Background: an optimization exercise with open tools, aiming at small area, a short achievable clock period and few clock cycles per item. Do not read the settings as production practice.
In this exercise RTL edits were held to simulation tests only and were not proved equivalent to the original.
Power is estimated from default activity; no workload was simulated.

==> flow/design.v <==
`timescale 1ns / 1ps
`default_nettype none
package sitrd_pkg;
   localparam int NUM_W      = 32;
   localparam int SYM_W      = 8;
   localparam int RADIX_W    = 5;
   localparam int DIGIT_W    = 4;
   localparam int SYM_COUNT  = 16;
   localparam int COUNT_W    = 6;
   localparam int MAX_DIGITS = 32;
   localparam int MAX_BASE   = 16;
   localparam int CSR_DATA_W = 64;
   localparam int CSR_ADDR_W = 5;
   localparam logic [1:0] REG_RADIX        = 2'd0;
   localparam logic [1:0] REG_SYMBOLS_LOW  = 2'd1;
   localparam logic [1:0] REG_SYMBOLS_HIGH = 2'd2;
   localparam logic [RADIX_W-1:0]    RADIX_RESET        = 5'd10;
   localparam logic [CSR_DATA_W-1:0] SYMBOLS_LOW_RESET  = 64'h3736_3534_3332_3130;
   localparam logic [CSR_DATA_W-1:0] SYMBOLS_HIGH_RESET = 64'h0000_0000_0000_3938;
   localparam logic [SYM_W-1:0] SYM_PLUS  = 8'h2B;
   localparam logic [SYM_W-1:0] SYM_MINUS = 8'h2D;
   typedef struct packed {
      logic load;
      logic mul;
      logic div;
      logic out_sign;
      logic out_digit;
      logic out_error;
   } dp_cmd_type;
   typedef struct packed {
      logic err;
      logic neg;
      logic mag_zero;
      logic count_zero;
      logic count_full;
      logic last_digit;
   } dp_status_type;
endpackage
`default_nettype wire
`timescale 1ns / 1ps
`timescale 1ns / 1ps
`timescale 1ns / 1ps
`default_nettype none
module signed_integer_to_radix_digits_unit #(
   parameter int MAX_BASE = sitrd_pkg::MAX_BASE
) (
   input  wire logic                                  clock,
   input  wire logic                                  reset,
   input  wire logic                                  req_tvalid,
   output logic                                       req_tready,
   input  wire logic signed [sitrd_pkg::NUM_W-1:0]    req_tdata,
   output logic                                       rsp_tvalid,
   input  wire logic                                  rsp_tready,
   output logic [sitrd_pkg::SYM_W-1:0]                rsp_tdata,
   output logic                                       rsp_tlast,
   output logic                                       rsp_tuser,
   input  wire logic                                  csr_psel,
   input  wire logic                                  csr_penable,
   input  wire logic                                  csr_pwrite,
   input  wire logic [sitrd_pkg::CSR_ADDR_W-1:0]      csr_paddr,
   input  wire logic [sitrd_pkg::CSR_DATA_W-1:0]      csr_pwdata,
   output logic [sitrd_pkg::CSR_DATA_W-1:0]           csr_prdata,
   output logic                                       csr_pready
);
   localparam int QW = 42;    
   localparam int CH = 4;     
   logic [4:0]  radix_ff;
   logic [63:0] symbols_low_ff;
   logic [63:0] symbols_high_ff;
   logic        csr_write;
   logic [1:0]  csr_index;
   assign csr_pready = 1'b1;
   assign csr_write  = csr_psel && csr_penable && csr_pwrite;
   assign csr_index  = csr_paddr[4:3];
   always_ff @(posedge clock) begin
      if (reset) begin
         radix_ff        <= sitrd_pkg::RADIX_RESET;
         symbols_low_ff  <= sitrd_pkg::SYMBOLS_LOW_RESET;
         symbols_high_ff <= sitrd_pkg::SYMBOLS_HIGH_RESET;
      end else if (csr_write) begin
         case (csr_index)
            2'd0:    radix_ff        <= csr_pwdata[4:0];
            2'd1:    symbols_low_ff  <= csr_pwdata;
            2'd2:    symbols_high_ff <= csr_pwdata;
            default: ;
         endcase
      end
   end
   always_comb begin
      case (csr_index)
         2'd0:    csr_prdata = {59'd0, radix_ff};
         2'd1:    csr_prdata = symbols_low_ff;
         2'd2:    csr_prdata = symbols_high_ff;
         default: csr_prdata = '0;
      endcase
   end
   logic [7:0] syms [0:15];
   always_comb begin
      for (int k = 0; k < 8; k++) begin
         syms[k]     = symbols_low_ff[k*8 +: 8];
         syms[k + 8] = symbols_high_ff[k*8 +: 8];
      end
   end
   logic [4:0] n;         
   assign n = (radix_ff > 5'd16) ? 5'd16 : radix_ff;
   logic       cfg_pow2;        
   logic [1:0] cfg_wm1;         
   logic [3:0] cfg_k0, cfg_k1;  
   logic       cfg_n0;          
   logic [3:0] cfg_n;           
   always_ff @(posedge clock) begin
      cfg_pow2 <= (n == 5'd2) || (n == 5'd4) || (n == 5'd8) || (n == 5'd16) || (n < 5'd2);
      cfg_wm1  <= (n <= 5'd2) ? 2'd0 : (n <= 5'd4) ? 2'd1 : (n <= 5'd8) ? 2'd2 : 2'd3;
      cfg_k0   <= n[4:1] + {3'd0, n[0]};
      cfg_k1   <= n[4:1];
      cfg_n0   <= n[0];
      cfg_n    <= n[3:0];
   end
   logic       chk_busy;
   logic [3:0] chk_k;
   logic       chk_bad;
   logic       alpha_ok;
   logic [3:0] sym_idx;
   logic [7:0] sym_out;
   logic [15:0] chk_eq;
   logic       chk_hit;
   logic       chk_end;
   assign sym_out = syms[sym_idx];
   always_comb begin
      for (int j = 0; j < 16; j++)
         chk_eq[j] = (syms[j] == sym_out) && (4'(j) > chk_k) && (5'(j) < n);
      chk_hit = (5'(chk_k) < n) &&
                ((sym_out == 8'h00) || (sym_out == sitrd_pkg::SYM_PLUS) ||
                 (sym_out == sitrd_pkg::SYM_MINUS) || (|chk_eq));
      chk_end = (chk_k == 4'd15) || (5'(chk_k) + 5'd1 >= n);
   end
   always_ff @(posedge clock) begin
      if (reset) begin
         chk_busy <= 1'b0;
         chk_k    <= '0;
         chk_bad  <= 1'b0;
         alpha_ok <= 1'b1;
      end else if (csr_write) begin
         chk_busy <= 1'b1;
         chk_k    <= '0;
         chk_bad  <= 1'b0;
      end else if (chk_busy) begin
         chk_k   <= chk_k + 4'd1;
         chk_bad <= chk_bad || chk_hit;
         if (chk_end) begin
            chk_busy <= 1'b0;
            alpha_ok <= !(chk_bad || chk_hit) && (n >= 5'd2);
         end
      end
   end
   localparam int NC = 32 / CH;
   localparam int TW = 3;     
   logic [31:0]   x_ff;
   logic          neg_c;
   logic          c_busy;
   logic [TW-1:0] top_ff;
   logic [3:0]    rreg [1:NC-1];
   logic          vreg [1:NC-1];
   logic          zreg [1:NC-1];
   logic [3:0]    rin  [0:NC-1];
   logic          vin  [0:NC-1];
   logic          zin  [0:NC-1];
   logic [3:0]    rout [0:NC-1];
   logic [CH-1:0] qb   [0:NC-1];
   logic [QW-1:0] q_ff, q1_ff;
   logic [5:0]    qcnt_ff, q1cnt;
   logic          q_full, q1_full, q_neg, q1_neg;
   logic          q_to_q1, q1_to_s, q_free, q1_free, o_free;
   always_comb begin
      for (int c = 0; c < NC; c++) begin
         if (top_ff == TW'(c) || c == NC - 1) begin
            rin[c] = '0;
            vin[c] = (top_ff == TW'(c)) && c_busy && !cfg_pow2;
            zin[c] = 1'b0;
         end else begin
            rin[c] = rreg[c+1];
            vin[c] = vreg[c+1];
            zin[c] = zreg[c+1];
         end
      end
   end
   always_comb begin
      for (int c = 0; c < NC; c++) begin
         logic [3:0] rr, kk, dd;
         logic       bb, ge;
         rr = rin[c];
         for (int i = CH - 1; i >= 0; i--) begin
            bb = x_ff[c * CH + i];
            kk = bb ? cfg_k1 : cfg_k0;
            ge = (rr >= kk);
            dd = rr - kk;
            qb[c][i] = ge;
            rr = ge ? {dd[2:0], bb ^ cfg_n0} : {rr[2:0], bb};
         end
         rout[c] = rr;
      end
   end
   logic [31:0] x_shr1, x_shr2;
   logic [7:0]  pbits;
   always_comb begin
      case (cfg_wm1)
         2'd0:    begin x_shr1 = x_ff >> 1; x_shr2 = x_ff >> 2; pbits = {6'd0, x_ff[1:0]}; end
         2'd1:    begin x_shr1 = x_ff >> 2; x_shr2 = x_ff >> 4; pbits = {4'd0, x_ff[3:0]}; end
         2'd2:    begin x_shr1 = x_ff >> 3; x_shr2 = x_ff >> 6; pbits = {2'd0, x_ff[5:0]}; end
         default: begin x_shr1 = x_ff >> 4; x_shr2 = x_ff >> 8; pbits = x_ff[7:0];          end
      endcase
   end
   logic dvalid;       
   logic two;          
   logic last_digit;
   logic stall;
   logic c_finish;
   always_comb begin
      if (cfg_pow2) begin
         dvalid     = c_busy;
         two        = (x_shr1 != '0);
         last_digit = (x_shr2 == '0);
      end else begin
         dvalid     = vin[0];
         two        = 1'b0;
         last_digit = !zin[0] && (rin[0] == 4'd0) &&
                      (x_ff[CH-1:0] < {{(CH > 4 ? CH - 4 : 0){1'b0}}, cfg_n});
      end
   end
   assign stall    = dvalid && !q_free;
   assign c_finish = dvalid && q_free && last_digit;
   assign o_free   = !o_valid || (rsp_tready && rsp_tlast);
   assign q1_to_s  = q1_full && o_free && !chk_busy;
   assign q1_free  = !q1_full || q1_to_s;
   assign q_to_q1  = q_full && q1_free;
   assign q_free   = !q_full || q_to_q1;
   assign req_tready = !c_busy || c_finish;
   logic [31:0]   mag_in;
   logic [TW-1:0] top_in;
   always_comb begin
      mag_in = req_tdata[31] ? (32'd0 - req_tdata) : req_tdata;
      top_in = '0;
      for (int c = 1; c < NC; c++)
         if (|mag_in[c * CH +: CH]) top_in = TW'(c);
   end
   always_ff @(posedge clock) begin
      if (reset) begin
         c_busy  <= 1'b0;
         q_full  <= 1'b0;
         q1_full <= 1'b0;
      end else begin
         if (req_tvalid && req_tready) c_busy <= 1'b1;
         else if (c_finish)            c_busy <= 1'b0;
         if (c_finish)     q_full <= 1'b1;
         else if (q_to_q1) q_full <= 1'b0;
         if (q_to_q1)      q1_full <= 1'b1;
         else if (q1_to_s) q1_full <= 1'b0;
      end
   end
   always_ff @(posedge clock) begin
      if (req_tvalid && req_tready) begin
         x_ff   <= mag_in;
         top_ff <= top_in;
         neg_c  <= req_tdata[31];
      end else if (c_busy && !stall) begin
         if (cfg_pow2) begin
            x_ff <= x_shr2;
         end else begin
            for (int c = 0; c < NC; c++)
               if (vin[c]) x_ff[c * CH +: CH] <= qb[c];
         end
      end
   end
   always_ff @(posedge clock) begin
      for (int c = 1; c < NC; c++) begin
         if (reset || c_finish || (req_tvalid && req_tready)) begin
            vreg[c] <= 1'b0;
         end else if (!stall) begin
            vreg[c] <= vin[c];
            rreg[c] <= rout[c];
            zreg[c] <= zin[c] || (|qb[c]);
         end
      end
   end
   always_ff @(posedge clock) begin
      if (dvalid && q_free) begin
         if (cfg_pow2 && two) begin
            case (cfg_wm1)
               2'd0:    q_ff <= {pbits[1:0], q_ff[QW-1:2]};
               2'd1:    q_ff <= {pbits[3:0], q_ff[QW-1:4]};
               2'd2:    q_ff <= {pbits[5:0], q_ff[QW-1:6]};
               default: q_ff <= {pbits[7:0], q_ff[QW-1:8]};
            endcase
         end else begin
            logic [3:0] d;
            d = cfg_pow2 ? pbits[3:0] : rout[0];
            case (cfg_wm1)
               2'd0:    q_ff <= {d[0],   q_ff[QW-1:1]};
               2'd1:    q_ff <= {d[1:0], q_ff[QW-1:2]};
               2'd2:    q_ff <= {d[2:0], q_ff[QW-1:3]};
               default: q_ff <= {d[3:0], q_ff[QW-1:4]};
            endcase
         end
         qcnt_ff <= (q_full ? 6'd0 : qcnt_ff) + ((cfg_pow2 && two) ? 6'd2 : 6'd1);
      end else if (q_to_q1) begin
         qcnt_ff <= '0;
      end
      if (reset) qcnt_ff <= '0;
      if (c_finish) q_neg <= neg_c;
      if (q_to_q1) begin
         q1_ff  <= q_ff;
         q1cnt  <= qcnt_ff;
         q1_neg <= q_neg;
      end
   end
   logic [QW-1:0] s_ff;
   logic [5:0]    ocnt;
   logic          osign, oerr, o_valid;
   logic [3:0]    o_digit;
   always_comb begin
      case (cfg_wm1)
         2'd0:    o_digit = {3'b0, s_ff[QW-1]};
         2'd1:    o_digit = {2'b0, s_ff[QW-1:QW-2]};
         2'd2:    o_digit = {1'b0, s_ff[QW-1:QW-3]};
         default: o_digit = s_ff[QW-1:QW-4];
      endcase
   end
   assign sym_idx  = chk_busy ? chk_k : o_digit;
   assign rsp_tvalid = o_valid;
   assign rsp_tdata  = oerr ? 8'h00 : osign ? sitrd_pkg::SYM_MINUS : sym_out;
   assign rsp_tlast  = oerr || (!osign && ocnt == 6'd1);
   assign rsp_tuser  = oerr;
   always_ff @(posedge clock) begin
      if (reset) begin
         o_valid <= 1'b0;
      end else if (q1_to_s) begin
         o_valid <= 1'b1;
      end else if (o_valid && rsp_tready && rsp_tlast) begin
         o_valid <= 1'b0;
      end
   end
   always_ff @(posedge clock) begin
      if (q1_to_s) begin
         s_ff  <= q1_ff;
         ocnt  <= q1cnt;
         osign <= q1_neg && alpha_ok;
         oerr  <= !alpha_ok;
      end else if (o_valid && rsp_tready) begin
         if (osign) begin
            osign <= 1'b0;
         end else begin
            case (cfg_wm1)
               2'd0:    s_ff <= {s_ff[QW-2:0], 1'b0};
               2'd1:    s_ff <= {s_ff[QW-3:0], 2'b0};
               2'd2:    s_ff <= {s_ff[QW-4:0], 3'b0};
               default: s_ff <= {s_ff[QW-5:0], 4'b0};
            endcase
            ocnt <= ocnt - 6'd1;
         end
      end
   end
endmodule
`default_nettype wire
==> flow/run.sh <==
#!/bin/bash
# synth_recipe.tcl (not shown) runs the flow's synth.tcl, then flattens the netlist and writes it again
# the make line also repeats each setting of config.mk as NAME=value (left out here)
make -C /OpenROAD-flow-scripts/flow DESIGN_CONFIG=/design/flow/config.mk WORK_HOME=/design/flow/orfs CLKGATE_MAP_FILE= SYNTH_SCRIPT=/design/flow/synth_recipe.tcl finish
==> flow/config.mk <==
export PLATFORM = sky130hd
export DESIGN_NAME = signed_integer_to_radix_digits_unit
export DESIGN_NICKNAME = signed_integer_to_radix_digits_unit
export VERILOG_FILES = /design/flow/design.v
export SDC_FILE = /design/flow/constraint.sdc
export NUM_CORES = 4
export LEC_CHECK = 0
export CAP_MARGIN = 20
export CORE_MARGIN = 2
export CORE_UTILIZATION = 40
export SLEW_MARGIN = 20
==> flow/constraint.sdc <==
create_clock -name core_clock -period 11.0 [get_ports {clock}]
set_input_delay 2.2000 -clock core_clock [delete_from_list [all_inputs] [get_ports {clock}]]
set_output_delay 2.2000 -clock core_clock [all_outputs]
set_load 0.01 [all_outputs]
==> results of run 1 <==
routing by layer:
| metal | GRT usage [%] | vias up | part of all wire, % |
|---|---|---|---|
| li1 | - | 13200 | - |
| met1 | 36.2 | 13700 | 43 |
| met2 | 42.5 | 1257 | 45 |
| met3 | 5.06 | 274 | 8.2 |
| met5 | 0 | - | 0 |
| met4 | 10.6 | 0 | 4.0 |
cells by family (layout without fill, tap and decap cells):
logic type               count (synthesis)  after routing  share of synthesized area, %
AND/OR/NAND/NOR                       1289           1289                          19.3
AO/OA/AOI/OAI                          938            938                          20.7
buffers and inverters                  403            445                          5.31
flip-flops                             382            382                          32.0
multiplexers                           286            286                          11.1
adder cells (fa/ha/maj)                181            181                          8.18
XOR/XNOR                               122            122                          3.49
other                                    2              2                        0.0245
registers in the layout (all words and copies together) (netlist names), 4 cells and up:
name / cells
rreg: 28
q1cnt: 6
q1_ff: 42
zreg: 7
chk_k: 4
vreg: 7
symbols_low_ff: 64
symbols_high_ff: 64
ocnt: 6
q_ff: 42
cfg_k0: 4
radix_ff: 5
qcnt_ff: 6
s_ff: 42
x_ff: 32
worst min-delay path by stage:
stage             from       end  slack (ps)  cells past startpoint
2_1_floorplan  q_ff[0]  q1_ff[0]         400                      0
3_5_place_dp   q_ff[0]  q1_ff[0]         420                      0
4_1_cts        q_ff[0]  q1_ff[0]         430                      0
5_1_grt        q_ff[0]  q1_ff[0]         440                      0
6_report       q_ff[0]  q1_ff[0]         430                      0
3_3_place_gp   q_ff[0]  q1_ff[0]         410                      0
power groups by stage:
stage | logic (W) | clock network, W | registers (W)
finish | 0.00388 | 0.00161 | 0.00199
global route | 0.00436 | 0.00170 | 0.00200
CTS | 0.00384 | 0.00164 | 0.00198
detailed placement | 0.00382 | 0 | 0.00201
global placement | 0.00377 | 0 | 0.00201
floorplan | 0.00309 | 0 | 0.00182
per-stage QoR:
stage | setup slack [ps] | total power, W | utilization, % | std cells
final | 2890 | 0.00748 | 45.6 | 4623
after global routing | 2250 | 0.00806 | 45.6 | 4623
after CTS | 2970 | 0.00747 | 45.6 | 4623
after detailed placement | 2980 | 0.00583 | 43.5 | 4539
after global placement | 3070 | 0.00577 | 43.5 | 4539
after floorplan | 3180 | 0.00491 | - | 3603
layout by cell type (no fill, tap or decap), types with 56 or more instances in the layout:
master                              n
sky130_fd_sc_hd__ha_1             149
sky130_fd_sc_hd__mux2i_1          166
sky130_fd_sc_hd__a21o_1            56
sky130_fd_sc_hd__a22o_1            73
sky130_fd_sc_hd__nor3_1            84
sky130_fd_sc_hd__mux2_2            86
sky130_fd_sc_hd__nand2_1          513
sky130_fd_sc_hd__buf_4             59
sky130_fd_sc_hd__xor2_1            56
sky130_fd_sc_hd__clkdlybuf4s50_1  179
sky130_fd_sc_hd__o21ai_0          163
sky130_fd_sc_hd__nand3_1           64
sky130_fd_sc_hd__edfxtp_1         213
sky130_fd_sc_hd__nor2_1           334
sky130_fd_sc_hd__a21oi_1          249
sky130_fd_sc_hd__xnor2_1           66
sky130_fd_sc_hd__inv_1            115
sky130_fd_sc_hd__dfxtp_1          166
worst max-delay path, delay by kind of cell (launching register included):
family | cells | cell delay [ps]
buffers and inverters | 4 | 300
flip-flops | 1 | 560
multiplexers | 3 | 1170
adder cells (fa/ha/maj) | 4 | 1040
AND/OR/NAND/NOR | 12 | 1350
AO/OA/AOI/OAI | 13 | 3440
cell type report:
class	count	area (sq um)	share of cell area, %
clock buffer	61	1310	3.79
clock inverter	23	287	0.828
inverter	122	458	1.32
multi-input combinational	2818	19300	55.7
sequential	382	9790	28.3
tap	978	1220	3.54
timing repair buffer	239	2250	6.52
==> implementation parameters, run 1 <==
Parameter                              Value

Critical path
  Category of the critical setup timing path ... reg -> reg
  CP Data Required Time ... 11370 ps
  Cells on worst reg2reg path ... 36
  Sort of element at the end of the critical path ... register
  Startpoint of the lowest-slack register-to-register path ... top_ff[0]
  Critical path peak fanout ... 9
  Crit-path slowest cell ... sky130_fd_sc_hd__edfxtp_1
  Worst flop-to-flop path endpoint ... q_ff[41]
  Most frequent cell on the critical path ... sky130_fd_sc_hd__nand2_1
  Type of element launching the critical path ... register
  R2R Setup Slk ... 2890 ps
  Worst setup path start ... top_ff[0]
  Largest stage delay, worst path ... 560 ps
  Critical path arrival ... 8480 ps
  Capture point of the critical path ... q_ff[41]

Logic synthesis
  Distinct cell type count of the synthesized netlist ... 96
  Synthesized net count ... 3892
  Async set or reset register ratio after synthesis ... 0%
  Most frequent cells after synthesis ... sky130_fd_sc_hd__nand2_1 (515), sky130_fd_sc_hd__nor2_1 (336), sky130_fd_sc_hd__a21oi_1 (250)
  Part of the Yosys area used for sequential elements ... roughly a third
  Library cell with the largest summed area after synthesis ... sky130_fd_sc_hd__edfxtp_1
  Flip-flop and latch count after synthesis ... 382
  Synthesized netlist cell count ... between 3000 and 4000
  Fraction of post-synthesis cell area in the top cell type by area ... 20.9%
  Synth Area per Inst ... 8.50 sq um
  Synth Flop Type ... sky130_fd_sc_hd__edfxtp_1
  Top cells by area in the synthesized netlist ... sky130_fd_sc_hd__edfxtp_1 (21%), sky130_fd_sc_hd__dfxtp_1 (11%), sky130_fd_sc_hd__nand2_1 (6.3%)
  Count of flip-flops with a built-in enable after synthesis ... 213
  Library cell with the highest instance count after synthesis ... sky130_fd_sc_hd__nand2_1
  Post-synthesis instance area ... around 31000 sq um
  Count of synthesis-stage warnings from yosys ... 10

Clock tree
  Total clock buffers created by CTS ... 46
  Number of buffers between clock root and the deepest sink ... 3
  Clock H-tree levels ... 2
  Post-CTS setup repair buffer count ... 0
  Source-to-sink clock delay at the later pin of the worst-skew pair ... 620 ps
  Count of clock tree sinks ... 382
  TritonCTS clock tree ... done
  Clock tree root driver cell ... sky130_fd_sc_hd__clkbuf_16
  Cts hold-fix bufs ... 0
  Total of cells resized after clock tree synthesis ... 0
  Clock-pin slew on the worst setup and hold paths ... 60 ps

Power
  Clock group share of total power ... 21.6%
  Max VDD drop ... 0.000179 V
  Switching power as a share of total power ... between 40% and 50%
  Power per cell area ... 216 nW/um^2
  Comb pwr share ... 51.9%
  Int Power ... 0.00437 W
  Leak pwr ... 13.3 nW
  Reg power frac ... roughly a quarter
  Switching power summed over all nets ... between 0.003 and 0.004 W

STA
  Post-Route Setup TNS ... 0 ps
  Remaining max-slew budget at the tightest pin ... 18.9%
  Clock skew after layout ... between 20 and 25 ps
  Maximum operating frequency ... 123 MHz
  Final hold violation count ... 0
  Final worst-path cycle share ... about 74%
  Hold slack ... 427 ps
  Max-slew violation count ... 0
  Setup repair after global routing missed its margin ... no
  Transition time at the pin with the least slew margin ... about 1200 ps
  Clock period minus final worst setup slack ... 8110 ps
  Setup-violating endpoint count in the final report ... 0

Final layout
  Design Area, Final ... 34600 sq um
  Layout overhead on the synthesized area ... 13.1%
  Total inserted antenna cells ... 0
  Share of final-layout standard cells stronger than drive strength 1 ... between 8 and 9%
  Filler cell count ... 7480
  Final-stage net count ... 3898

Floorplan
  Row Count ... 101
  Vertical die dimension ... 281 microns
  Die X-Extent ... between 200 and 300 microns
  Starting Density ... 40.4%
  CORE AREA ... 75800 sq um
  DIE AREA ... 78700 sq um
  Number of ports placed on the die boundary ... 185

Run
  Count of max-cap constraint violations ... 0

GRT
  Via count of the first global-routing pass ... approximately 26000
  Pin count of the biggest net entering global routing ... roughly 180
  Grt ovf ... 0
  Number of antenna violations at the first check in global routing ... 0
  Wire length of the first global-routing pass ... 165000 microns
  Global-route usage over all layers ... 26.9%

Outcome
  Run status ... timing/DRC/antenna clean

Drt
  Count of vias placed by the detailed router ... 28400
  Total detailed-routing wirelength ... ~110000 microns
  Number of remaining DRC errors ... 0
  ANT nets after route ... 0
  Ratio of routed vias to standard cells ... ~6.2
  Average wire per standard cell ... 23.5 microns
  Number of DRC markers in iteration 0 ... 3050
  Detailed Routing Iterations Pass 1 ... 9

Placed design
  Placed wire-length estimate ... around 76000 microns
  Gp weighted congestion ... 1.04
  Placement Cell Area ... approximately 33000 sq um
  Port Buffers ... 180

Min path
  HP Class ... reg -> reg
Testbench counts, summed over its fixed seeds: cycles 42,637, items 4,800.
==> run 2, diff against run 1 <==
--- a/flow/design.v
+++ b/flow/design.v
@@ -153,12 +153,12 @@
          end
       end
    end
-   localparam int NC = 32 / CH;
-   localparam int TW = 3;     
-   logic [31:0]   x_ff;
+   localparam int NC = (32 + CH - 1) / CH;    
+   localparam int XW = NC * CH;               
+   logic [XW-1:0] x_ff;
    logic          neg_c;
    logic          c_busy;
-   logic [TW-1:0] top_ff;
+   logic [NC-1:0] top_ff;      
    logic [3:0]    rreg [1:NC-1];
    logic          vreg [1:NC-1];
    logic          zreg [1:NC-1];
@@ -173,9 +173,9 @@
    logic          q_to_q1, q1_to_s, q_free, q1_free, o_free;
    always_comb begin
       for (int c = 0; c < NC; c++) begin
-         if (top_ff == TW'(c) || c == NC - 1) begin
+         if (top_ff[c] || c == NC - 1) begin
             rin[c] = '0;
-            vin[c] = (top_ff == TW'(c)) && c_busy && !cfg_pow2;
+            vin[c] = top_ff[c] && c_busy && !cfg_pow2;
             zin[c] = 1'b0;
          end else begin
             rin[c] = rreg[c+1];
@@ -200,7 +200,7 @@
          rout[c] = rr;
       end
    end
-   logic [31:0] x_shr1, x_shr2;
+   logic [XW-1:0] x_shr1, x_shr2;
    logic [7:0]  pbits;
    always_comb begin
       case (cfg_wm1)
@@ -223,8 +223,7 @@
       end else begin
          dvalid     = vin[0];
          two        = 1'b0;
-         last_digit = !zin[0] && (rin[0] == 4'd0) &&
-                      (x_ff[CH-1:0] < {{(CH > 4 ? CH - 4 : 0){1'b0}}, cfg_n});
+         last_digit = !zin[0] && ({rin[0], x_ff[CH-1:0]} < (CH+4)'(cfg_n));
       end
    end
    assign stall    = dvalid && !q_free;
@@ -235,13 +234,15 @@
    assign q_to_q1  = q_full && q1_free;
    assign q_free   = !q_full || q_to_q1;
    assign req_tready = !c_busy || c_finish;
-   logic [31:0]   mag_in;
-   logic [TW-1:0] top_in;
+   logic [31:0]   mag32;
+   logic [XW-1:0] mag_in;
+   logic [NC-1:0] top_in;
    always_comb begin
-      mag_in = req_tdata[31] ? (32'd0 - req_tdata) : req_tdata;
+      mag32  = req_tdata[31] ? (32'd0 - req_tdata) : req_tdata;
+      mag_in = XW'(mag32);
       top_in = '0;
-      for (int c = 1; c < NC; c++)
-         if (|mag_in[c * CH +: CH]) top_in = TW'(c);
+      for (int c = NC - 1; c >= 0; c--)
+         if (top_in == '0 && (c == 0 || |mag_in[c * CH +: CH])) top_in[c] = 1'b1;
    end
    always_ff @(posedge clock) begin
       if (reset) begin
--- a/flow/config.mk
+++ b/flow/config.mk
@@ -8,4 +8,5 @@
 export CAP_MARGIN = 20
 export CORE_MARGIN = 2
 export CORE_UTILIZATION = 40
+export SETUP_SLACK_MARGIN = 5
 export SLEW_MARGIN = 20
==> run 2 against run 1 <==
Compared with the run above:
- synthesized cell count shrank 0.69%
- core utilization grew 4.9 points
- non-clock buffer count grew 216
- power grew 17%
- largest cell class unchanged
- first-iteration DRC count grew 15%
- clock power is essentially flat
- synthesized area grew 0.14%
==> implementation parameters, run 2 <==
Parameter                              Value

Floorplan
  CORE AREA ... 75900 sq um
  Vertical die dimension ... ~280 microns
  DIE AREA ... approximately 80000 sq um
  Starting Density ... 40.4%
  Number of ports placed on the die boundary ... 185
  Die X-Extent ... approximately 280 microns
  Row Count ... 101

GRT
  Via count of the first global-routing pass ... between 20000 and 30000
  Wire length of the first global-routing pass ... 177000 microns
  Number of antenna violations at the first check in global routing ... 3
  Global-route usage over all layers ... just under 30%
  Grt ovf ... 0
  Pin count of the biggest net entering global routing ... 87

Final layout
  Share of final-layout standard cells stronger than drive strength 1 ... 19.9%
  Total inserted antenna cells ... 0
  Registers with the most flip-flops ... symbols_high_ff: 64 flops, symbols_low_ff: 64 flops
  Non-filler cells in the finished layout ... 4862
  Commonest non-fill, non-tap cells in the layout ... sky130_fd_sc_hd__nand2_1 (461), sky130_fd_sc_hd__nor2_1 (296), sky130_fd_sc_hd__a21oi_1 (256), sky130_fd_sc_hd__buf_4 (222), sky130_fd_sc_hd__edfxtp_1 (218)
  Layout overhead on the synthesized area ... 25.2%
  Most frequent standard cell in the layout excluding fill and tap cells ... sky130_fd_sc_hd__nand2_1
  Design Area, Final ... 38400 sq um
  Finished Core Util ... 50.5%
  Final-stage net count ... 4084

STA
  Transition time at the pin with the least slew margin ... 1180 ps
  Final worst-path cycle share ... between 50% and 60%
  Post-Route Setup TNS ... 0 ps
  Clock period minus final worst setup slack ... 6330 ps
  Setup repair after global routing missed its margin ... yes
  Hold slack ... 422 ps
  Remaining max-slew budget at the tightest pin ... 20.8%
  Clock skew after layout ... between 15 and 20 ps
  Final hold violation count ... 0
  Max-slew violation count ... 0
  Setup-violating endpoint count in the final report ... 0
  Maximum operating frequency ... 158 MHz

Logic synthesis
  Library cell with the largest summed area after synthesis ... sky130_fd_sc_hd__edfxtp_1
  Distinct cell type count of the synthesized netlist ... 98
  Area share of fa/ha/maj cells after synthesis ... just over 8%
  Part of the Yosys area used for sequential elements ... 32.4%
  Xor-xnor portion of the synthesized cell area ... 4.06%
  Post-synthesis instance area ... 30700 sq um
  Most frequent cells after synthesis ... sky130_fd_sc_hd__nand2_1 (474), sky130_fd_sc_hd__nor2_1 (324), sky130_fd_sc_hd__a21oi_1 (294)
  Library cell with the highest instance count after synthesis ... sky130_fd_sc_hd__nand2_1
  Flip-flop and latch count after synthesis ... 387
  Post-Synth Simple-Gate Area ... a little under a fifth
  Count of synthesis-stage warnings from yosys ... 10
  Largest family of logic cells by synthesized area ... compound AO/OA/AOI/OAI gates
  Async set or reset register ratio after synthesis ... 0%
  Synthesized netlist cell count ... 3578
  Synth Flop Type ... sky130_fd_sc_hd__edfxtp_1
  Post-synthesis mux area share ... 11.4%
  Synthesized net count ... 3867
  Fraction of post-synthesis cell area in the top cell type by area ... 21.4%
  Post-synthesis compound-gate area fraction ... 19.9%
  Top cells by area in the synthesized netlist ... sky130_fd_sc_hd__edfxtp_1 (21%), sky130_fd_sc_hd__dfxtp_1 (11%), sky130_fd_sc_hd__ha_1 (6.1%)
  Count of flip-flops with a built-in enable after synthesis ... roughly 220
  Synth Area per Inst ... ~8.6 sq um

Placed design
  Placed wire-length estimate ... 76600 microns
  Port Buffers ... 180
  Gp weighted congestion ... 1.05
  Placement Cell Area ... roughly 33000 sq um
  Cell Count Post-Placement ... 4561

Critical path
  Crit-path slowest cell ... sky130_fd_sc_hd__mux4_2
  Type of element launching the critical path ... register
  CP Data Required Time ... 11340 ps
  Sort of element at the end of the critical path ... register
  Largest stage delay, worst path ... 520 ps
  Critical path arrival ... 6670 ps
  Critical path peak fanout ... 5
  R2R Setup Slk ... 4670 ps
  Category of the critical setup timing path ... reg -> reg
  Most frequent cell on the critical path ... sky130_fd_sc_hd__nand2_1

Clock tree
  Clock-pin slew on the worst setup and hold paths ... 70 ps
  Clock tree root driver cell ... sky130_fd_sc_hd__clkbuf_16
  Cts hold-fix bufs ... 0
  Clock H-tree levels ... 2
  Number of buffers between clock root and the deepest sink ... 3
  Count of clock tree sinks ... 387
  Source-to-sink clock delay at the later pin of the worst-skew pair ... 600 ps
  Total clock buffers created by CTS ... 47
  TritonCTS clock tree ... done

Drt
  Total detailed-routing wirelength ... 120000 microns
  Detailed Routing Iterations Pass 1 ... 9
  Count of vias placed by the detailed router ... 29800
  ANT nets after route ... 0
  Ratio of routed vias to standard cells ... 6.13
  Number of remaining DRC errors ... 0
  Average wire per standard cell ... 24.7 microns
  Number of DRC markers in iteration 0 ... approximately 3500

Min path
  HP Class ... reg -> reg

Run
  Count of max-cap constraint violations ... 0

Outcome
  Run status ... timing/DRC/antenna clean

Power
  Max VDD drop ... about 0.00019 V
  Power per cell area ... around 230 nW/um^2
  Leak pwr ... ~15 nW
==> run 2: critical path, delay by kind of cell (launching register included) <==
kind | cells | cell delay, ps
AO/OA/AOI/OAI | 11 | 1760
multiplexers | 4 | 1580
adder cells (fa/ha/maj) | 6 | 1310
AND/OR/NAND/NOR | 9 | 580
flip-flops | 1 | 480
XOR/XNOR | 1 | 180
buffers and inverters | 2 | 150
==> run 2: where the power goes <==
group	internal (W)	switching [W]	total, W
Sequential	0.00181	0.000241	0.00205
Combinational	0.00243	0.00266	0.00509
Clock	0.000927	0.000684	0.00161
Total	0.00517	0.00358	0.00875
==> run 2: layout make-up <==
cell class	count	area (sq um)
clock buffers	58	1250
fillers	7074	37600
well taps	1030	1290
repair buffers	455	4480
multi-input cells	2774	20600
inverters	130	502
flip-flops and latches	387	9960
clock inverters	28	305
==> run 2: per-layer routing <==
| layer | GRT usage (%) | wire length [microns] |
|---|---|---|
| met5 | 0 | 62 |
| met4 | 16.3 | 7880 |
| met2 | 47.6 | 55400 |
| met1 | 36.3 | 46300 |
| met3 | 5.93 | 10700 |
==> run 2: cell families after synthesis <==
family,count (synthesis)
xor+xnor,142
mux,299
simple gates,1234
fa+ha+maj,181
other cells,2
compound gates,915
buf+inv,418
flops,387
==> run 2: path summary, 6_finish.rpt <==
path | depth (start not counted) | end | startpoint
max | 33 | q_ff[40] | x_ff[3]
max reg2reg | 33 | q_ff[40] | x_ff[3]
min reg2reg | 0 | q1_ff[0] | q_ff[0]
min | 0 | q1_ff[0] | q_ff[0]
==> run 2: timing repair <==
action | 4_1_cts | 5_1_grt
gates cloned | 9 | 4
gates resized for setup | 207 | 186
buffers inserted | 127 | 75
setup endpoints to repair | 147 | 82
pin swaps | 58 | 78
==> run 2: per-stage QoR <==
step / setup WS (ps) / total power [W]
2_1_floorplan: 4780 / 0.00481
3_3_place_gp: 3750 / 0.00564
3_5_place_dp: 3720 / 0.00569
4_1_cts: 4630 / 0.00798
5_1_grt: 4430 / 0.00921
6_report: 4670 / 0.00875
Testbench counts of run 2, summed over its fixed seeds: cycles 42,637, items 4,800.
==> run 3, diff against run 2 <==
--- a/flow/design.v
+++ b/flow/design.v
@@ -228,7 +228,7 @@
    end
    assign stall    = dvalid && !q_free;
    assign c_finish = dvalid && q_free && last_digit;
-   assign o_free   = !o_valid || (rsp_tready && rsp_tlast);
+   assign o_free   = !s_valid || (out_load && s_last);
    assign q1_to_s  = q1_full && o_free && !chk_busy;
    assign q1_free  = !q1_full || q1_to_s;
    assign q_to_q1  = q_full && q1_free;
@@ -316,8 +316,14 @@
    end
    logic [QW-1:0] s_ff;
    logic [5:0]    ocnt;
-   logic          osign, oerr, o_valid;
+   logic          osign, oerr, s_valid;
    logic [3:0]    o_digit;
+   logic [7:0]    s_byte;
+   logic          s_last;
+   logic          out_load;
+   logic          o_valid;
+   logic [7:0]    out_data;
+   logic          out_last, out_user;
    always_comb begin
       case (cfg_wm1)
          2'd0:    o_digit = {3'b0, s_ff[QW-1]};
@@ -327,26 +333,36 @@
       endcase
    end
    assign sym_idx  = chk_busy ? chk_k : o_digit;
+   assign s_byte   = oerr ? 8'h00 : osign ? sitrd_pkg::SYM_MINUS : sym_out;
+   assign s_last   = oerr || (!osign && ocnt == 6'd1);
+   assign out_load = s_valid && (!o_valid || rsp_tready);
    assign rsp_tvalid = o_valid;
-   assign rsp_tdata  = oerr ? 8'h00 : osign ? sitrd_pkg::SYM_MINUS : sym_out;
-   assign rsp_tlast  = oerr || (!osign && ocnt == 6'd1);
-   assign rsp_tuser  = oerr;
+   assign rsp_tdata  = out_data;
+   assign rsp_tlast  = out_last;
+   assign rsp_tuser  = out_user;
    always_ff @(posedge clock) begin
       if (reset) begin
          o_valid <= 1'b0;
-      end else if (q1_to_s) begin
-         o_valid <= 1'b1;
-      end else if (o_valid && rsp_tready && rsp_tlast) begin
-         o_valid <= 1'b0;
+         s_valid <= 1'b0;
+      end else begin
+         if (out_load)        o_valid <= 1'b1;
+         else if (rsp_tready) o_valid <= 1'b0;
+         if (q1_to_s)                 s_valid <= 1'b1;
+         else if (out_load && s_last) s_valid <= 1'b0;
       end
    end
    always_ff @(posedge clock) begin
+      if (out_load) begin
+         out_data <= s_byte;
+         out_last <= s_last;
+         out_user <= oerr;
+      end
       if (q1_to_s) begin
          s_ff  <= q1_ff;
          ocnt  <= q1cnt;
          osign <= q1_neg && alpha_ok;
          oerr  <= !alpha_ok;
-      end else if (o_valid && rsp_tready) begin
+      end else if (out_load) begin
          if (osign) begin
             osign <= 1'b0;
          end else begin
==> run 3 against run 2 <==
Compared with the run above:
- synthesized area is 1.6% higher
- setup slack worse by 200 ps
- still clean on timing, DRC and antenna
- critical endpoint is now q_ff[41]
- worst hold slack improved by 1.5 ps
- clock power increased by 3%
- sequential share of layout area up 1.2 points
- synthesized cell count rose by 1.1%
- cell count is 0.25% higher
- combinational power hardly changed
- power is 0.82% higher
- cell area shrank 1.6%
- clock skew is 3.6 ps lower
- critical path depth shrank 1
==> implementation parameters, run 3 <==
Parameter                              Value

Logic synthesis
  Count of synthesis-stage warnings from yosys ... 10
  Flip-flop and latch count after synthesis ... 398
  Post-synthesis instance area ... 31100 sq um
  Most frequent cells after synthesis ... sky130_fd_sc_hd__nand2_1 (506), sky130_fd_sc_hd__nor2_1 (379), sky130_fd_sc_hd__a21oi_1 (327)
  Area share of fa/ha/maj cells after synthesis ... 8.05%
  Synthesized netlist cell count ... 3618
  Top cells by area in the synthesized netlist ... sky130_fd_sc_hd__edfxtp_1 (22%), sky130_fd_sc_hd__dfxtp_1 (11%), sky130_fd_sc_hd__nand2_1 (6.1%)
  Distinct cell type count of the synthesized netlist ... 102
  Largest family of logic cells by synthesized area ... compound AO/OA/AOI/OAI gates
  Synthesized net count ... 3907
  Part of the Yosys area used for sequential elements ... 32.9%
  Library cell with the largest summed area after synthesis ... sky130_fd_sc_hd__edfxtp_1
  Post-synthesis compound-gate area fraction ... 20.4%
  Synth Flop Type ... sky130_fd_sc_hd__edfxtp_1
  Xor-xnor portion of the synthesized cell area ... 3.26%
  Count of flip-flops with a built-in enable after synthesis ... 228
  Async set or reset register ratio after synthesis ... 0%
  Synth Area per Inst ... 8.60 sq um
  Library cell with the highest instance count after synthesis ... sky130_fd_sc_hd__nand2_1
  Post-Synth Simple-Gate Area ... 18.3%
  Post-synthesis mux area share ... 11.8%
  Fraction of post-synthesis cell area in the top cell type by area ... between 20% and 30%

Clock tree
  Cts hold-fix bufs ... 0
  Total clock buffers created by CTS ... 49
  Clock-pin slew on the worst setup and hold paths ... 60 ps
  Number of buffers between clock root and the deepest sink ... 3
  TritonCTS clock tree ... done
  Clock tree root driver cell ... sky130_fd_sc_hd__clkbuf_16
  Clock H-tree levels ... 2
  Source-to-sink clock delay at the later pin of the worst-skew pair ... 620 ps
  Count of clock tree sinks ... roughly 400

GRT
  Via count of the first global-routing pass ... 27900
  Wire length of the first global-routing pass ... 173000 microns
  Number of antenna violations at the first check in global routing ... 0
  Global-route usage over all layers ... 27.5%
  Pin count of the biggest net entering global routing ... 98
  Grt ovf ... 0

STA
  Final worst-path cycle share ... 59.4%
  Clock period minus final worst setup slack ... 6530 ps
  Clock skew after layout ... 16.2 ps
  Final hold violation count ... 0
  Max-slew violation count ... 0
  Setup repair after global routing missed its margin ... yes
  Hold slack ... 424 ps
  Remaining max-slew budget at the tightest pin ... a little over a fifth
  Transition time at the pin with the least slew margin ... 1170 ps
  Maximum operating frequency ... 153 MHz
  Post-Route Setup TNS ... 0 ps
  Setup-violating endpoint count in the final report ... 0

Floorplan
  Die X-Extent ... 283 microns
  Number of ports placed on the die boundary ... 185
  Starting Density ... 40.3%
  DIE AREA ... 80100 sq um
  Vertical die dimension ... 283 microns
  CORE AREA ... 77200 sq um
  Row Count ... 102

Placed design
  Port Buffers ... 180
  Cell Count Post-Placement ... roughly 4600
  Gp weighted congestion ... 1.00
  Placed wire-length estimate ... 75300 microns
  Placement Cell Area ... between 30000 and 40000 sq um

Final layout
  Non-filler cells in the finished layout ... slightly below 5000
  Layout overhead on the synthesized area ... 21.3%
  Most frequent standard cell in the layout excluding fill and tap cells ... sky130_fd_sc_hd__nand2_1
  Filler cell count ... 7271
  Final-stage net count ... 4084
  Commonest non-fill, non-tap cells in the layout ... sky130_fd_sc_hd__nand2_1 (500), sky130_fd_sc_hd__nor2_1 (370), sky130_fd_sc_hd__a21oi_1 (289), sky130_fd_sc_hd__edfxtp_1 (228), sky130_fd_sc_hd__buf_4 (198)
  Total inserted antenna cells ... 0
  Registers with the most flip-flops ... symbols_high_ff: 64 flops, symbols_low_ff: 64 flops
  Share of final-layout standard cells stronger than drive strength 1 ... 16.5%
  Design Area, Final ... about 38000 sq um

Drt
  Total detailed-routing wirelength ... around 120000 microns
  Detailed Routing Iterations Pass 1 ... 8
  Count of vias placed by the detailed router ... 29600
  ANT nets after route ... 0
  Ratio of routed vias to standard cells ... 6.07
  Number of DRC markers in iteration 0 ... 2810
  Number of remaining DRC errors ... 0
  Average wire per standard cell ... approximately 24 microns

Critical path
  Critical path peak fanout ... 6
  Type of element launching the critical path ... register
  Sort of element at the end of the critical path ... register
  Cells on worst reg2reg path ... 32
  Critical path arrival ... 6870 ps
  Category of the critical setup timing path ... reg -> reg
  Crit-path slowest cell ... sky130_fd_sc_hd__edfxtp_1
  CP Data Required Time ... 11340 ps
  Largest stage delay, worst path ... just over 500 ps

Power
  Power per cell area ... 234 nW/um^2
  Leak pwr ... around 15 nW
  Max VDD drop ... 0.000242 V

Min path
  HP Class ... reg -> reg
  Hold path depth ... 0

Outcome
  Run status ... timing/DRC/antenna clean

Run
  Count of max-cap constraint violations ... 0
## run 3: power breakdown
group          switching, W  internal (W)
combinational       0.00264       0.00244
clock              0.000691      0.000966
sequential         0.000229       0.00186
## run 3: final timing paths
| check | endpoint | slack, ps | startpoint |
|---|---|---|---|
| max | q_ff[41] | 4470 | x_ff[3] |
| min | q1_ff[0] | 420 | q_ff[0] |
| max reg2reg | q_ff[41] | 4470 | x_ff[3] |
| min reg2reg | q1_ff[0] | 420 | q_ff[0] |
## run 3: cells by family (layout without fill, tap and decap cells)
family,count (synthesis),in the layout
flip-flops,398,398
multiplexers,308,308
buffers and inverters,402,618
AO/OA/AOI/OAI,944,944
adder cells (fa/ha/maj),181,181
XOR/XNOR,116,116
other,2,2
AND/OR/NAND/NOR,1267,1267
## run 3: layer usage
| layer | GRT usage [%] | part of all wire [%] | vias to the layer above |
|---|---|---|---|
| li1 | - | - | 13600 |
| met1 | 34.5 | 39 | 14200 |
| met2 | 46.3 | 48 | 1437 |
| met3 | 4.48 | 8.0 | 371 |
| met4 | 12.5 | 5.1 | 0 |
| met5 | 0 | 0 | - |
## run 3: critical path: cells and delay by family (launching register included)
family / cells / cell delay (ps)
XOR/XNOR: 2 / 350
multiplexers: 4 / 1330
adder cells (fa/ha/maj): 7 / 1570
buffers and inverters: 2 / 240
flip-flops: 1 / 510
AO/OA/AOI/OAI: 9 / 1670
AND/OR/NAND/NOR: 8 / 570
## run 3: cell type report
cell class / count / area, sq um / area share [%]
Multi-Input combinational cell: 2818 / 20200 / 53.5
Sequential cell: 398 / 10300 / 27.2
Timing Repair Buffer: 410 / 3900 / 10.3
Clock buffer: 64 / 1350 / 3.59
Tap cell: 1040 / 1300 / 3.45
Inverter: 118 / 447 / 1.18
Clock inverter: 26 / 273 / 0.723
## run 3: stage by stage
step | util, % | power (W) | setup slack (ps)
global route | 48.9 | 0.00933 | 4210
global placement | 43.6 | 0.00576 | 3010
CTS | 48.0 | 0.00827 | 4560
finish | 48.9 | 0.00882 | 4470
floorplan | - | 0.00491 | 4570
detailed placement | 43.6 | 0.00581 | 3040
## run 3: what timing repair did
item                       4_1_cts  5_1_grt
pin swaps                       66       63
cloned                           6        1
gates resized for setup        147       73
setup buffers                  126       49
setup endpoints to repair      144       68
Testbench counts of run 3, summed over its fixed seeds: cycles 42,685, items 4,800.
==> run 4, diff against run 3 <==
--- a/flow/design.v
+++ b/flow/design.v
@@ -200,29 +200,26 @@
          rout[c] = rr;
       end
    end
-   logic [XW-1:0] x_shr1, x_shr2;
-   logic [7:0]  pbits;
+   logic [XW-1:0] x_shr;
+   logic [3:0]    pdigit;
    always_comb begin
       case (cfg_wm1)
-         2'd0:    begin x_shr1 = x_ff >> 1; x_shr2 = x_ff >> 2; pbits = {6'd0, x_ff[1:0]}; end
-         2'd1:    begin x_shr1 = x_ff >> 2; x_shr2 = x_ff >> 4; pbits = {4'd0, x_ff[3:0]}; end
-         2'd2:    begin x_shr1 = x_ff >> 3; x_shr2 = x_ff >> 6; pbits = {2'd0, x_ff[5:0]}; end
-         default: begin x_shr1 = x_ff >> 4; x_shr2 = x_ff >> 8; pbits = x_ff[7:0];          end
+         2'd0:    begin x_shr = x_ff >> 1; pdigit = {3'd0, x_ff[0]};   end
+         2'd1:    begin x_shr = x_ff >> 2; pdigit = {2'd0, x_ff[1:0]}; end
+         2'd2:    begin x_shr = x_ff >> 3; pdigit = {1'd0, x_ff[2:0]}; end
+         default: begin x_shr = x_ff >> 4; pdigit = x_ff[3:0];         end
       endcase
    end
    logic dvalid;       
-   logic two;          
    logic last_digit;
    logic stall;
    logic c_finish;
    always_comb begin
       if (cfg_pow2) begin
          dvalid     = c_busy;
-         two        = (x_shr1 != '0);
-         last_digit = (x_shr2 == '0);
+         last_digit = (x_shr == '0);
       end else begin
          dvalid     = vin[0];
-         two        = 1'b0;
          last_digit = !zin[0] && ({rin[0], x_ff[CH-1:0]} < (CH+4)'(cfg_n));
       end
    end
@@ -265,7 +262,7 @@
          neg_c  <= req_tdata[31];
       end else if (c_busy && !stall) begin
          if (cfg_pow2) begin
-            x_ff <= x_shr2;
+            x_ff <= x_shr;
          end else begin
             for (int c = 0; c < NC; c++)
                if (vin[c]) x_ff[c * CH +: CH] <= qb[c];
@@ -285,24 +282,15 @@
    end
    always_ff @(posedge clock) begin
       if (dvalid && q_free) begin
-         if (cfg_pow2 && two) begin
-            case (cfg_wm1)
-               2'd0:    q_ff <= {pbits[1:0], q_ff[QW-1:2]};
-               2'd1:    q_ff <= {pbits[3:0], q_ff[QW-1:4]};
-               2'd2:    q_ff <= {pbits[5:0], q_ff[QW-1:6]};
-               default: q_ff <= {pbits[7:0], q_ff[QW-1:8]};
-            endcase
-         end else begin
-            logic [3:0] d;
-            d = cfg_pow2 ? pbits[3:0] : rout[0];
-            case (cfg_wm1)
-               2'd0:    q_ff <= {d[0],   q_ff[QW-1:1]};
-               2'd1:    q_ff <= {d[1:0], q_ff[QW-1:2]};
-               2'd2:    q_ff <= {d[2:0], q_ff[QW-1:3]};
-               default: q_ff <= {d[3:0], q_ff[QW-1:4]};
-            endcase
-         end
-         qcnt_ff <= (q_full ? 6'd0 : qcnt_ff) + ((cfg_pow2 && two) ? 6'd2 : 6'd1);
+         logic [3:0] d;
+         d = cfg_pow2 ? pdigit : rout[0];
+         case (cfg_wm1)
+            2'd0:    q_ff <= {d[0],   q_ff[QW-1:1]};
+            2'd1:    q_ff <= {d[1:0], q_ff[QW-1:2]};
+            2'd2:    q_ff <= {d[2:0], q_ff[QW-1:3]};
+            default: q_ff <= {d[3:0], q_ff[QW-1:4]};
+         endcase
+         qcnt_ff <= (q_full ? 6'd0 : qcnt_ff) + 6'd1;
       end else if (q_to_q1) begin
          qcnt_ff <= '0;
       end
==> run 4 against run 3 <==
Compared with the run above:
- cell area decreased by 3.9%
- sequential share of layout area increased by 1.1 points
- via count decreased by 11%
- core utilization increased by 0.99 points
- clock power decreased by 5%
- global-route usage decreased by 1.3 points
- count of clock-buffer cells in the layout increased by 1
- worst hold slack improved by 4.5 ps
==> implementation parameters, run 4 <==
Parameter                              Value

Critical path
  Crit-path slowest cell ... sky130_fd_sc_hd__edfxtp_1
  Critical path arrival ... 6670 ps
  Critical path peak fanout ... 5
  Largest stage delay, worst path ... 480 ps
  Category of the critical setup timing path ... reg -> reg
  Sort of element at the end of the critical path ... register
  Type of element launching the critical path ... register
  Most frequent cell on the critical path ... sky130_fd_sc_hd__a21o_1
  CP Data Required Time ... 11330 ps

Logic synthesis
  Part of the Yosys area used for sequential elements ... 35.0%
  Synth Flop Type ... sky130_fd_sc_hd__edfxtp_1
  Synthesized netlist cell count ... 3156
  Synth Area per Inst ... 9.28 sq um
  Count of flip-flops with a built-in enable after synthesis ... 228
  Post-synthesis instance area ... about 29000 sq um
  Count of synthesis-stage warnings from yosys ... 10
  Library cell with the highest instance count after synthesis ... sky130_fd_sc_hd__nand2_1
  Distinct cell type count of the synthesized netlist ... 94
  Most frequent cells after synthesis ... sky130_fd_sc_hd__nand2_1 (455), sky130_fd_sc_hd__nor2_1 (273), sky130_fd_sc_hd__a21oi_1 (255)
  Fraction of post-synthesis cell area in the top cell type by area ... a little under a quarter
  Synthesized net count ... 3443
  Flip-flop and latch count after synthesis ... 398
  Top cells by area in the synthesized netlist ... sky130_fd_sc_hd__edfxtp_1 (23%), sky130_fd_sc_hd__dfxtp_1 (12%), sky130_fd_sc_hd__ha_1 (6.3%)
  Async set or reset register ratio after synthesis ... 0%
  Library cell with the largest summed area after synthesis ... sky130_fd_sc_hd__edfxtp_1

Drt
  Number of remaining DRC errors ... 0
  Average wire per standard cell ... 23.3 microns
  ANT nets after route ... 0
  Ratio of routed vias to standard cells ... 5.99
  Detailed Routing Iterations Pass 1 ... 6
  Total detailed-routing wirelength ... 102000 microns
  Number of DRC markers in iteration 0 ... 2817
  Count of vias placed by the detailed router ... 26300

Final layout
  Finished Core Util ... 49.9%
  Registers with the most flip-flops ... symbols_high_ff: 64 flops, symbols_low_ff: 64 flops
  Final-stage net count ... 3680
  Most frequent standard cell in the layout excluding fill and tap cells ... sky130_fd_sc_hd__nand2_1
  Layout overhead on the synthesized area ... 23.9%
  Filler cell count ... 6718
  Commonest non-fill, non-tap cells in the layout ... sky130_fd_sc_hd__nand2_1 (444), sky130_fd_sc_hd__nor2_1 (249), sky130_fd_sc_hd__edfxtp_1 (228), sky130_fd_sc_hd__a21oi_1 (217), sky130_fd_sc_hd__buf_4 (213)
  Share of final-layout standard cells stronger than drive strength 1 ... 20.7%

Outcome
  Run status ... timing/DRC/antenna clean

STA
  Final worst-path cycle share ... 57.6%
  Setup repair after global routing missed its margin ... yes
  Transition time at the pin with the least slew margin ... 1150 ps
  Clock skew after layout ... 24.6 ps
  Post-Route Setup TNS ... 0 ps
  Maximum operating frequency ... 158 MHz
  Remaining max-slew budget at the tightest pin ... 22.9%
  Final Worst Setup Slack ... ~4700 ps
  Final hold violation count ... 0
  Max-slew violation count ... 0
  Hold slack ... 428 ps
  Setup-violating endpoint count in the final report ... 0
  Clock period minus final worst setup slack ... about 6300 ps

Clock tree
  Clock-pin slew on the worst setup and hold paths ... 60 ps
  Clock tree root driver cell ... sky130_fd_sc_hd__clkbuf_16
  Total clock buffers created by CTS ... 47
  Source-to-sink clock delay at the later pin of the worst-skew pair ... 610 ps
  TritonCTS clock tree ... done
  Number of buffers between clock root and the deepest sink ... 3
  Count of clock tree sinks ... 398
  Clock H-tree levels ... 2

Placed design
  Worst slack at placement ... 3180 ps
  Gp weighted congestion ... 1.03
  Placed wire-length estimate ... 66400 microns
  Port Buffers ... 180

GRT
  Global-route usage over all layers ... 26.2%
  Grt ovf ... 0
  Via count of the first global-routing pass ... 24700
  Wire length of the first global-routing pass ... 153000 microns
  Number of antenna violations at the first check in global routing ... 7
  Pin count of the biggest net entering global routing ... 87

Floorplan
  Starting Density ... roughly two fifths
  DIE AREA ... 75400 sq um
  CORE AREA ... 72700 sq um
  Die X-Extent ... 275 microns
  Number of ports placed on the die boundary ... 185
  Row Count ... 99
  Vertical die dimension ... 275 microns

Power
  Leak pwr ... about 14 nW
  Max VDD drop ... 0.000384 V
  Power per cell area ... 241 nW/um^2

Min path
  HP Class ... reg -> reg

Run
  Count of max-cap constraint violations ... 0
[run 4: cell count changes in the layout (fill, tap and decap cells not counted), sizes merged, moves of 15 or more]
cell	before	now
mux4	36	76
xnor2	60	83
o21ai	147	105
a211oi	48	28
nand2	508	456
mux2	95	80
nor2	382	276
buf	228	250
a21oi	329	255
nor3	92	33
[run 4: cell type report]
class | count | area [sq um] | area share [%]
Antenna cell | 2 | 5.00 | 0.0138
Clock buffer | 65 | 1350 | 3.71
Clock inverter | 23 | 200 | 0.552
Inverter | 104 | 390 | 1.08
Multi-Input combinational cell | 2410 | 18700 | 51.6
Sequential cell | 398 | 10300 | 28.3
Tap cell | 959 | 1200 | 3.31
Timing Repair Buffer | 432 | 4140 | 11.4
[run 4: cells by family after synthesis]
| logic type | count (synthesis) | share of synthesized area (%) |
|---|---|---|
| simple gates | 1007 | 15.4 |
| compound gates | 755 | 17.4 |
| flops | 398 | 35.0 |
| buf+inv | 348 | 4.81 |
| mux | 324 | 14.7 |
| fa+ha+maj | 179 | 8.45 |
| xor+xnor | 143 | 4.28 |
| other cells | 2 | 0.0257 |
[run 4: worst paths after layout]
kind | to | startpoint | cells after the start | slack [ps]
hold / removal | q1_ff[0] | q_ff[0] | 0 | 430
setup reg to reg | x_ff[20] | x_ff[23] | 32 | 4660
hold reg to reg | q1_ff[0] | q_ff[0] | 0 | 430
setup / recovery | x_ff[20] | x_ff[23] | 32 | 4660
[run 4: critical path, delay by kind of cell (launching register included)]
| kind | cells | cell delay (ps) |
|---|---|---|
| mux | 2 | 400 |
| fa+ha+maj | 7 | 1920 |
| buf+inv | 4 | 380 |
| xor+xnor | 3 | 680 |
| compound gates | 11 | 1900 |
| flops | 1 | 480 |
| simple gates | 5 | 310 |
[run 4: report_power, final]
part           switching, W  total, W  leakage, nW  internal, W
Combinational       0.00255   0.00509         9.89      0.00255
Clock              0.000682   0.00157        0.758     0.000891
Sequential         0.000214   0.00207         3.47      0.00186
Total               0.00344   0.00874         14.1      0.00529
[run 4: through the flow]
step	instance area, sq um	cells	total power, W
6_report	36300	4393	0.00874
5_1_grt	36300	4393	0.00929
4_1_cts	35200	4320	0.00809
3_5_place_dp	32100	4098	0.00577
3_3_place_gp	32100	4098	0.00573
2_1_floorplan	29700	3156	0.00497
[run 4: per-layer routing]
layer  vias to the layer above  part of all wire (%)  track usage, %
li1                      12000                     -               -
met1                     12800                    43            36.8
met2                      1156                    45            40.1
met3                       285                   8.3            5.49
met4                        10                   3.9            8.85
met5                         -                 0.060               0
[run 4: repair_timing]
item | in CTS | in global routing
resized for setup | 122 | 121
buffers inserted | 125 | 71
gates cloned | 9 | 0
hold buffers | 0 | 0
endpoints found under the setup margin | 136 | 87
pin swaps | 73 | 138
Testbench counts of run 4, summed over its fixed seeds: cycles 44,716, items 4,800.
==> run 5, diff against run 4 <==
--- a/flow/config.mk
+++ b/flow/config.mk
@@ -5,8 +5,8 @@
 export SDC_FILE = /design/flow/constraint.sdc
 export NUM_CORES = 4
 export LEC_CHECK = 0
-export CAP_MARGIN = 20
+export CAP_MARGIN = 5
 export CORE_MARGIN = 2
 export CORE_UTILIZATION = 40
 export SETUP_SLACK_MARGIN = 5
-export SLEW_MARGIN = 20
+export SLEW_MARGIN = 5
==> run 5 against run 4 <==
Compared with the run above:
- critical path depth unchanged
- critical path type unchanged
- register-to-register slack barely moved
- combinational power is essentially flat
- cell area barely moved
- non-clock buffer count did not move
- synthesized area did not move
- count of clock-buffer cells in the layout did not move
- worst hold slack barely moved
==> implementation parameters, run 5 <==
Parameter                              Value

STA
  Post-Route Setup TNS ... 0 ps
  Max-slew violation count ... 0
  Setup repair after global routing missed its margin ... yes
  Final hold violation count ... 0
  Clock period minus final worst setup slack ... 6340 ps
  Maximum operating frequency ... 158 MHz
  Setup-violating endpoint count in the final report ... 0
  Transition time at the pin with the least slew margin ... approximately 1300 ps
  Final worst-path cycle share ... between 50 and 60%
  Remaining max-slew budget at the tightest pin ... 13.8%
  Clock skew after layout ... between 20 and 25 ps
  Final Worst Setup Slack ... about 4700 ps

GRT
  Global-route usage over all layers ... between 20% and 30%
  Number of antenna violations at the first check in global routing ... 7
  Wire length of the first global-routing pass ... 153000 microns
  Grt ovf ... 0
  Via count of the first global-routing pass ... 24700
  Pin count of the biggest net entering global routing ... slightly below 90

Final layout
  Share of final-layout standard cells stronger than drive strength 1 ... 20.6%
  Storage element area ... 10300 sq um
  Finished Core Util ... 49.9%
  Registers with the most flip-flops ... symbols_high_ff: 64 flops, symbols_low_ff: 64 flops
  Final-stage net count ... roughly 3700
  Filler cell count ... roughly 6700
  Most frequent standard cell in the layout excluding fill and tap cells ... sky130_fd_sc_hd__nand2_1
  Area of the multi-input gates ... about 19000 sq um
  Layout overhead on the synthesized area ... 23.9%
  Non-filler cells in the finished layout ... 4393
  Commonest non-fill, non-tap cells in the layout ... sky130_fd_sc_hd__nand2_1 (444), sky130_fd_sc_hd__nor2_1 (250), sky130_fd_sc_hd__edfxtp_1 (228), sky130_fd_sc_hd__a21oi_1 (217), sky130_fd_sc_hd__buf_4 (214)

Min path
  Hold path depth ... 0
  HP Class ... reg -> reg

Placed design
  Worst slack at placement ... 3180 ps
  Gp weighted congestion ... between 1 and 1.5
  Port Buffers ... 180
  Placed wire-length estimate ... 66400 microns
  Cell Count Post-Placement ... 4098

Drt
  Ratio of routed vias to standard cells ... 5.98
  Number of remaining DRC errors ... 0
  Detailed Routing Iterations Pass 1 ... 7
  ANT nets after route ... 0
  Count of vias placed by the detailed router ... 26300
  Number of DRC markers in iteration 0 ... 2824
  Average wire per standard cell ... 23.3 microns
  Total detailed-routing wirelength ... about 100000 microns

Logic synthesis
  Synth Flop Type ... sky130_fd_sc_hd__edfxtp_1
  Post-Synth Simple-Gate Area ... 15.4%
  Count of synthesis-stage warnings from yosys ... 10
  Fraction of post-synthesis cell area in the top cell type by area ... a little under a quarter
  Distinct cell type count of the synthesized netlist ... 94
  Library cell with the largest summed area after synthesis ... sky130_fd_sc_hd__edfxtp_1
  Most frequent cells after synthesis ... sky130_fd_sc_hd__nand2_1 (455), sky130_fd_sc_hd__nor2_1 (273), sky130_fd_sc_hd__a21oi_1 (255)
  Synthesized netlist cell count ... 3156
  Count of flip-flops with a built-in enable after synthesis ... around 230
  Flip-flop and latch count after synthesis ... roughly 400
  Top cells by area in the synthesized netlist ... sky130_fd_sc_hd__edfxtp_1 (23%), sky130_fd_sc_hd__dfxtp_1 (12%), sky130_fd_sc_hd__ha_1 (6.3%)
  Part of the Yosys area used for sequential elements ... 35.0%
  Post-synthesis mux area share ... 14.7%
  Largest family of logic cells by synthesized area ... compound AO/OA/AOI/OAI gates
  Xor-xnor portion of the synthesized cell area ... 4.28%
  Post-synthesis instance area ... 29300 sq um
  Async set or reset register ratio after synthesis ... 0%
  Synth Area per Inst ... around 9.3 sq um
  Post-synthesis compound-gate area fraction ... between 10% and 20%
  Synthesized net count ... 3443
  Library cell with the highest instance count after synthesis ... sky130_fd_sc_hd__nand2_1
  Area share of fa/ha/maj cells after synthesis ... 8.45%

Clock tree
  Clock-pin slew on the worst setup and hold paths ... 60 ps
  Cts hold-fix bufs ... 0
  Clock H-tree levels ... 2
  Total clock buffers created by CTS ... 47
  TritonCTS clock tree ... done
  Clock tree root driver cell ... sky130_fd_sc_hd__clkbuf_16
  Count of clock tree sinks ... a little under 400
  Source-to-sink clock delay at the later pin of the worst-skew pair ... between 600 and 700 ps
  Number of buffers between clock root and the deepest sink ... 3

Floorplan
  Row Count ... 99
  DIE AREA ... 75400 sq um
  Die X-Extent ... 275 microns
  CORE AREA ... just over 70000 sq um
  Vertical die dimension ... between 200 and 300 microns
  Number of ports placed on the die boundary ... about 190
  Starting Density ... 40.3%

Power
  Total power after layout ... around 0.0087 W
  Leak pwr ... 14.1 nW
  Max VDD drop ... 0.000384 V
  Power per cell area ... 241 nW/um^2

Critical path
  Sort of element at the end of the critical path ... register
  Category of the critical setup timing path ... reg -> reg
  Type of element launching the critical path ... register
  Largest stage delay, worst path ... about 480 ps
  Critical path arrival ... 6670 ps
  Critical path peak fanout ... 5
  Crit-path slowest cell ... sky130_fd_sc_hd__edfxtp_1
  Most frequent cell on the critical path ... sky130_fd_sc_hd__a21o_1
  CP Data Required Time ... about 11000 ps
  Cells on worst reg2reg path ... 32

Run
  Count of max-cap constraint violations ... 0

Outcome
  Run status ... timing/DRC/antenna clean
==> run 5: repair_timing <==
item / in CTS / in global routing
setup buffers: 125 / 71
pin swaps: 73 / 138
setup endpoints to repair: 136 / 87
resized for setup: 122 / 121
cloned: 9 / 0
==> run 5: cell type report <==
class | count | share of cell area, %
diodes | 2 | 0.0138
clock buffers | 65 | 3.71
clock inverters | 23 | 0.552
inverters | 104 | 1.08
multi-input cells | 2410 | 51.6
flip-flops and latches | 398 | 28.3
well taps | 959 | 3.31
repair buffers | 432 | 11.4
==> run 5: kinds of logic (layout without fill, tap and decap cells) <==
| group | Yosys count | after routing |
|---|---|---|
| simple gates | 1007 | 1007 |
| compound gates | 755 | 755 |
| flops | 398 | 398 |
| buf+inv | 348 | 624 |
| mux | 324 | 324 |
| fa+ha+maj | 179 | 179 |
| xor+xnor | 143 | 143 |
| other cells | 2 | 4 |
==> run 5: metal layers <==
metal | track usage (%) | vias up | wire, microns
met5 | 0 | - | 61
li1 | - | 12000 | -
met2 | 40.1 | 1130 | 45400
met4 | 8.85 | 10 | 4080
met3 | 5.49 | 295 | 8780
met1 | 36.8 | 12800 | 43900
==> run 5: final timing paths <==
check	slack [ps]	startpoint	to
setup reg to reg	4660	x_ff[23]	x_ff[20]
hold / removal	430	q_ff[0]	q1_ff[0]
hold reg to reg	430	q_ff[0]	q1_ff[0]
setup / recovery	4660	x_ff[23]	x_ff[20]
==> run 5: critical path: cells and delay by family, from the launching register on <==
family / cells / cell delay [ps]
AO/OA/AOI/OAI: 11 / 1900
adder cells (fa/ha/maj): 7 / 1920
XOR/XNOR: 3 / 680
buffers and inverters: 4 / 380
flip-flops: 1 / 480
multiplexers: 2 / 400
AND/OR/NAND/NOR: 5 / 310
==> run 5: through the flow <==
stage | hold WS, ps | instance area (sq um)
3_3_place_gp | 401 | 32100
2_1_floorplan | 400 | 29700
6_report | 428 | 36300
5_1_grt | 439 | 36300
4_1_cts | 422 | 35200
3_5_place_dp | 410 | 32100
==> run 5: power by group <==
group          internal (W)  switching, W
Clock              0.000891      0.000681
Combinational       0.00255       0.00255
Sequential          0.00186      0.000212

==> re-timing with driven ports <==
No port has a modelled driver above. Below, the same layouts with a new extraction and two added sets of constraints. Step 1: set_driving_cell puts a clkbuf_16 on clock and a buf_2 on each other input, an assumption about the parent block. Step 2 also shifts input and output timing later by t, the mid clock arrival at the registers, as if the neighbouring blocks saw the same clock. Three values: ideal ports, drivers, drivers and shift; two values: the first two.
run | t, ns | setup slack, ns | clock arrival spread, ns | worst data-port slew with drivers (ns) | pins driven straight from the clock port
run 1 | 0.685 | 2.886 / 2.886 / 2.886 | 0.024 / 0.023 | 0.06 | 1
run 2 | 0.665 | 4.665 / 4.665 / 4.665 | 0.024 / 0.023 | 0.07 | 1
run 3 | 0.676 | 4.468 / 4.468 / 4.468 | 0.020 / 0.020 | 0.07 | 1
run 4 | 0.669 | 4.660 / 4.660 / 4.548 | 0.026 / 0.027 | 0.11 | 1
run 5 | 0.670 | 4.657 / 4.657 / 4.543 | 0.028 / 0.028 | 0.12 | 1
After both steps setup and hold are still met in every run listed. The setup slack of run 5, which loses most, moves by 0.000 ns with the drivers and by -0.114 ns with both steps.
